Source: an optimization exercise on an open RTL-to-GDS flow (aim: small area). Production flows keep margins and buffers that such runs may drop. Where RTL was checked, it was by simulation tests only, not by an equivalence proof against the original. No activity file was given, so power comes from the tool's default toggle rates. The clock port is modelled as an ideal driver; clocking choices that lean on that would not hold on a real chip.

the baseline:
## glyph_rain_engine
module glyph_rain_engine
#(
    parameter int NUM_COLS   = 80,
    parameter int NUM_ROWS   = 40,
    parameter int GLYPH_H    = 12,
    parameter int NUM_GLYPHS = 51
) (
    input  logic        clk,
    input  logic        reset,
    input  logic        frame_tick,
    input  logic        pause,
    input  logic [1:0]  palette_sel,
    input  logic        display_on,
    input  logic [10:0] hpos,
    input  logic [9:0]  vpos,
    output logic [5:0]  glyph_index,
    output logic [2:0]  glyph_x,
    output logic [3:0]  glyph_y,
    input  logic        glyph_pixel,
    output logic [5:0]  rgb,
    output logic        busy,
    output logic        overrun
);
    function automatic logic [5:0] palette_lookup(input logic [1:0] sel, input logic [2:0] idx);
        logic [5:0] c;
        case ({sel, idx})
            5'd0:  c = 6'h04; 5'd1:  c = 6'h04; 5'd2:  c = 6'h08; 5'd3:  c = 6'h08;
            5'd4:  c = 6'h0C; 5'd5:  c = 6'h0C; 5'd6:  c = 6'h1D; 5'd7:  c = 6'h2E;
            5'd8:  c = 6'h10; 5'd9:  c = 6'h10; 5'd10: c = 6'h20; 5'd11: c = 6'h24;
            5'd12: c = 6'h30; 5'd13: c = 6'h34; 5'd14: c = 6'h38; 5'd15: c = 6'h3C;
            5'd16: c = 6'h01; 5'd17: c = 6'h01; 5'd18: c = 6'h02; 5'd19: c = 6'h05;
            5'd20: c = 6'h06; 5'd21: c = 6'h0A; 5'd22: c = 6'h0F; 5'd23: c = 6'h1F;
            5'd24: c = 6'h15; 5'd25: c = 6'h15; 5'd26: c = 6'h15; 5'd27: c = 6'h2A;
            5'd28: c = 6'h2A; 5'd29: c = 6'h2A; 5'd30: c = 6'h2A; default: c = 6'h2A;
        endcase
        palette_lookup = c;
    endfunction
    function automatic logic [15:0] lfsr_next(input logic [15:0] cur);
        lfsr_next = {1'b0, cur[15:1]} ^ (cur[0] ? LFSR_TAPS : 16'h0000);
    endfunction
    localparam int W = 18;
    function automatic logic hc_ext(input logic [5:0] hc);
        hc_ext = (hc >= 6'd51);
    endfunction
  ...
Size in the first run: ~4,000 cells after synthesis, about 1,500 flip-flops, roughly 50 I/O pins.
clock: 15.0 ns
lec_check: 0
abc_area: 0
cap_margin: 0
core_margin: 2
core_utilization: 65
place_density: 0.7
slew_margin: 0
run.sh (not shown) runs the stock make flow with config.mk's settings and CLKGATE_MAP_FILE= SYNTH_SCRIPT=/design/flow/synth_recipe.tcl, a recipe that flattens the netlist after the stock synthesis.
--- input diff the baseline..the candidate ---
Settings: ABC_AREA now 1, was 0.
==> flow/flow/run.sh (new file) <==
#!/bin/bash
# Layout flow: the standard flow (standard.sh, all ORFS steps unchanged)
# run with a copy of ORFS's scripts folder in which only abc_area.script is
# replaced by flow/abc_area.script, an area-oriented ABC mapping script.
# Synthesis is otherwise the standard one (same Yosys passes, same register
# mapping and names); only the combinational mapping differs.
set -euo pipefail
here=$(pwd)
rm -rf "$here/orfs_scripts"
cp -r "$FLOW_HOME/scripts" "$here/orfs_scripts"
cp "$here/flow/abc_area.script" "$here/orfs_scripts/abc_area.script"
bash "$here/standard.sh" "SCRIPTS_DIR=$here/orfs_scripts" ABC_AREA=1 finish > "$here/standard_make.log" 2>&1
==> flow/flow/abc_area.script (new file) <==
&get -n
&st
&dch
&nf -R 1000 -F 8 -A 4 -C 32
&put
==> flow/standard.sh (new file) <==
#!/bin/bash
# synth_recipe.tcl (not shown) runs the flow's synth.tcl, then flattens the netlist and writes it again
# the make line also repeats each setting of config.mk as NAME=value (left out here)
make -C /OpenROAD-flow-scripts/flow DESIGN_CONFIG=/design/flow/config.mk WORK_HOME=/design/flow/orfs CLKGATE_MAP_FILE= SYNTH_SCRIPT=/design/flow/synth_recipe.tcl "${@:-finish}"
removed: flow/run.sh
- Sequential-to-total area share from yosys stat: the candidate > the baseline
- Side by side, total track usage turned out lower in the candidate than in the baseline.
- Final non-filler cell area in the candidate is 8.7% lower than in the baseline
- Per the comparison of the candidate with the baseline, clock share of power dropped 2.9 points, total of clock buffers placed in the layout climbed 4.
- The candidate vs. the baseline: number of diodes added for antenna fixing shows a reduction of 1; share of cell area taken by multi-input logic gates went down by 5.7 points; data required time of the critical path now sits lower.
- Looking at global-route wire length before repair, the candidate sits about 27% below the baseline.
No functional check of the RTL was part of any run of this note.

========
== job 2706 ==
glyph_rain_engine, a different RTL version from the one above (not shown whole).
For scale: about 50 I/O pins, about 42,000 um2 of cells after synthesis.
==> flow/config.mk <==
export PLATFORM = sky130hd
export DESIGN_NAME = glyph_rain_engine
export DESIGN_NICKNAME = glyph_rain_engine
export VERILOG_FILES = /design/flow/design.v
export SDC_FILE = /design/flow/constraint.sdc
export NUM_CORES = 8
export LEC_CHECK = 0
export ABC_AREA = 1
export CAP_MARGIN = 0
export CORE_MARGIN = 2
export CORE_UTILIZATION = 65
export CTS_BUF_LIST = sky130_fd_sc_hd__clkbuf_16
export CTS_CLUSTER_DIAMETER = 100
export CTS_CLUSTER_SIZE = 28
export PLACE_DENSITY = 0.7
export SLEW_MARGIN = 0
==> flow/constraint.sdc <==
create_clock -name core_clock -period 15.0 [get_ports {clk}]
set_input_delay 3.0000 -clock core_clock [delete_from_list [all_inputs] [get_ports {clk}]]
set_output_delay 3.0000 -clock core_clock [all_outputs]
set_load 0.01 [all_outputs]
standard.sh (not shown) runs the stock make flow with config.mk's settings and CLKGATE_MAP_FILE= SYNTH_SCRIPT=/design/flow/synth_recipe.tcl, a recipe that flattens the netlist after the stock synthesis.
==> flow/flow/run.sh <==
#!/bin/bash
# Layout flow: the standard flow (standard.sh, all ORFS steps unchanged)
# run with a copy of ORFS's scripts folder in which only abc_area.script is
# replaced by flow/abc_area.script, an area-oriented ABC mapping script.
# Synthesis is otherwise the standard one (same Yosys passes, same register
# mapping and names); only the combinational mapping differs.
set -euo pipefail
here=$(pwd)
rm -rf "$here/orfs_scripts"
cp -r "$FLOW_HOME/scripts" "$here/orfs_scripts"
cp "$here/flow/abc_area.script" "$here/orfs_scripts/abc_area.script"
bash "$here/standard.sh" "SCRIPTS_DIR=$here/orfs_scripts" ABC_AREA=1 finish > "$here/standard_make.log" 2>&1
==> flow/flow/abc_area.script <==
&get -n
&st
&dch
&nf -R 1000 -F 8 -A 4 -C 32
&put
Job 2706: PASS, flow complete, no timing, DRC or antenna violations
## Diff of input files: job 8519 against job 2706
- CTS_CLUSTER_SIZE: 28 -> unset
- CTS_BUF_LIST: sky130_fd_sc_hd__clkbuf_16 -> unset
- CTS_CLUSTER_DIAMETER: 100 -> unset
==> flow/flow/run.sh <==
#!/bin/bash
# Layout flow: the standard flow (standard.sh, all ORFS steps) with:
#  - a copy of ORFS's scripts folder in which only abc_area.script is
#    replaced by flow/abc_area.script, an area-oriented ABC mapping script
#    (synthesis is otherwise the standard one: same Yosys passes, same
#    register mapping and names; only the combinational mapping differs);
#  - port buffers of the smallest buffer cell;
#  - clock tree synthesis without dummy loads.
set -euo pipefail
here=$(pwd)
rm -rf "$here/orfs_scripts"
cp -r "$FLOW_HOME/scripts" "$here/orfs_scripts"
cp "$here/flow/abc_area.script" "$here/orfs_scripts/abc_area.script"
bash "$here/standard.sh" \
  "SCRIPTS_DIR=$here/orfs_scripts" \
  ABC_AREA=1 \
  "BUFFER_PORTS_ARGS=-buffer_cell sky130_fd_sc_hd__buf_1" \
  "CTS_ARGS=-sink_clustering_enable -repair_clock_nets -dont_use_dummy_load -sink_clustering_size 34 -sink_clustering_max_diameter 100 -buf_list sky130_fd_sc_hd__clkbuf_16" \
  finish > "$here/standard_make.log" 2>&1
--- outcome ---
Every stage of the flow completed for job 8519, and the final layout passed the timing, design-rule and antenna checks.
Job 8519 -> job 2706: net count after synthesis delta 0, exact match
For the maximum vdd ir drop, job 8519 came in 72 uV higher than job 2706 did.
Fraction of area in registers, job 2706 and job 8519: larger value in job 8519
Relative to job 8519, the following input files were edited for job 9827:
-- flow/flow/run.sh --
<<< job 8519, line 18
  "CTS_ARGS=-sink_clustering_enable -repair_clock_nets -dont_use_dummy_load -sink_clustering_size 34 -sink_clustering_max_diameter 100 -buf_list sky130_fd_sc_hd__clkbuf_16" \
>>> job 9827, line 18
  "CTS_ARGS=-sink_clustering_enable -repair_clock_nets -dont_use_dummy_load -sink_clustering_size 28 -sink_clustering_max_diameter 100 -buf_list sky130_fd_sc_hd__clkbuf_16" \
Results
Looking at job 8519 and job 9827, the overall routed net length is a wash. When job 9827 is measured against job 8519, its fmax turns out about 0.5% higher. Side by side, clock distribution area overhead in the final layout turned out higher in job 9827 than in job 8519. Final core utilization | job 9827 above job 8519. Compared with job 8519, job 9827 shows iteration-0 DRC count of the detailed router that has gone down by a little under 10%. Final period demand of the worst path: higher on job 8519. Aggregate negative setup slack came out exactly the same in job 8519 and job 9827. Sequential share of layout area: higher on job 8519. Comparing job 8519 with job 9827, the average wire per standard cell came out essentially unchanged.

========
Another version of the RTL of glyph_rain_engine (not shown whole).
Size in the first run: ~2900 cells after synthesis, ~1500 flip-flops, ~50 I/O pins.
export LEC_CHECK = 0
export ABC_AREA = 1
export CAP_MARGIN = 0
export CORE_MARGIN = 2
export CORE_UTILIZATION = 65
export PLACE_DENSITY = 0.7
export SLEW_MARGIN = 0
create_clock -name core_clock -period 15.0 [get_ports {clk}]
==> flow/flow/run.sh <==
#!/bin/bash
# Layout flow: the standard flow (standard.sh, all ORFS steps) with:
#  - a copy of ORFS's scripts folder in which only abc_area.script is
#    replaced by flow/abc_area.script, an area-oriented ABC mapping script
#    (synthesis is otherwise the standard one: same Yosys passes, same
#    register mapping and names; only the combinational mapping differs);
#  - port buffers of the smallest buffer cell;
#  - clock tree synthesis without dummy loads.
set -euo pipefail
here=$(pwd)
rm -rf "$here/orfs_scripts"
cp -r "$FLOW_HOME/scripts" "$here/orfs_scripts"
cp "$here/flow/abc_area.script" "$here/orfs_scripts/abc_area.script"
bash "$here/standard.sh" \
  "SCRIPTS_DIR=$here/orfs_scripts" \
  ABC_AREA=1 \
  "BUFFER_PORTS_ARGS=-buffer_cell sky130_fd_sc_hd__buf_1" \
  "CTS_ARGS=-sink_clustering_enable -repair_clock_nets -dont_use_dummy_load -sink_clustering_size 31 -sink_clustering_max_diameter 100 -buf_list sky130_fd_sc_hd__clkbuf_16" \
  finish > "$here/standard_make.log" 2>&1
Scripts as last shown in full above: flow/flow/abc_area.script
Rerun with:
--- a/flow/flow/run.sh
+++ b/flow/flow/run.sh
@@ -17,3 +17,3 @@
   "BUFFER_PORTS_ARGS=-buffer_cell sky130_fd_sc_hd__buf_1" \
-  "CTS_ARGS=-sink_clustering_enable -repair_clock_nets -dont_use_dummy_load -sink_clustering_size 31 -sink_clustering_max_diameter 100 -buf_list sky130_fd_sc_hd__clkbuf_16" \
+  "CTS_ARGS=-sink_clustering_enable -repair_clock_nets -dont_use_dummy_load -sink_clustering_size 28 -sink_clustering_max_diameter 100 -buf_list sky130_fd_sc_hd__clkbuf_16" \
   finish > "$here/standard_make.log" 2>&1
Effect:
- utilization increases by 0.20 points
- design area is about the same
- non-clock buffer count is unchanged
- via count barely changes

[port drivers added, routing unchanged]
Ports are ideal in the flow. The routed layouts listed here were re-timed in OpenROAD. Step 1: set_driving_cell puts a clkbuf_16 on clk and a buf_2 on each other input, an assumption about the parent block. Step 2 adds t to the input delays and takes it off the output delays; t is the mean of the earliest and latest rising clock arrival at the registers after step 1. Input paths then give back, and output paths get back, about the clock's delay inside the block. a / b / c = ideal / step 1 / step 2; a / b = the first two.
run | shift t [ns] | slack for setup (ns) | clock arrival spread, ns
the baseline | 0.807 | 0.784 / 0.830 / 0.023 | 0.036 / 0.036
the candidate | 0.783 | 0.794 / 0.836 / 0.053 | 0.046 / 0.046
job 2706 | 0.754 | 1.209 / 1.244 / 0.491 | 0.058 / 0.057
job 8519 | 0.679 | 1.157 / 1.204 / 0.524 | 0.087 / 0.087
job 9827 | 0.722 | 1.227 / 1.276 / 0.555 | 0.069 / 0.069
the first run of note 3 | 0.679 | 1.386 / 1.405 / 0.726 | 0.068 / 0.068
the second run of note 3 | 0.713 | 1.421 / 1.436 / 0.723 | 0.067 / 0.067
After both steps setup and hold are still met in every run listed. The setup slack of the baseline, which loses most, moves by +0.046 ns with the drivers and by -0.761 ns with both steps.
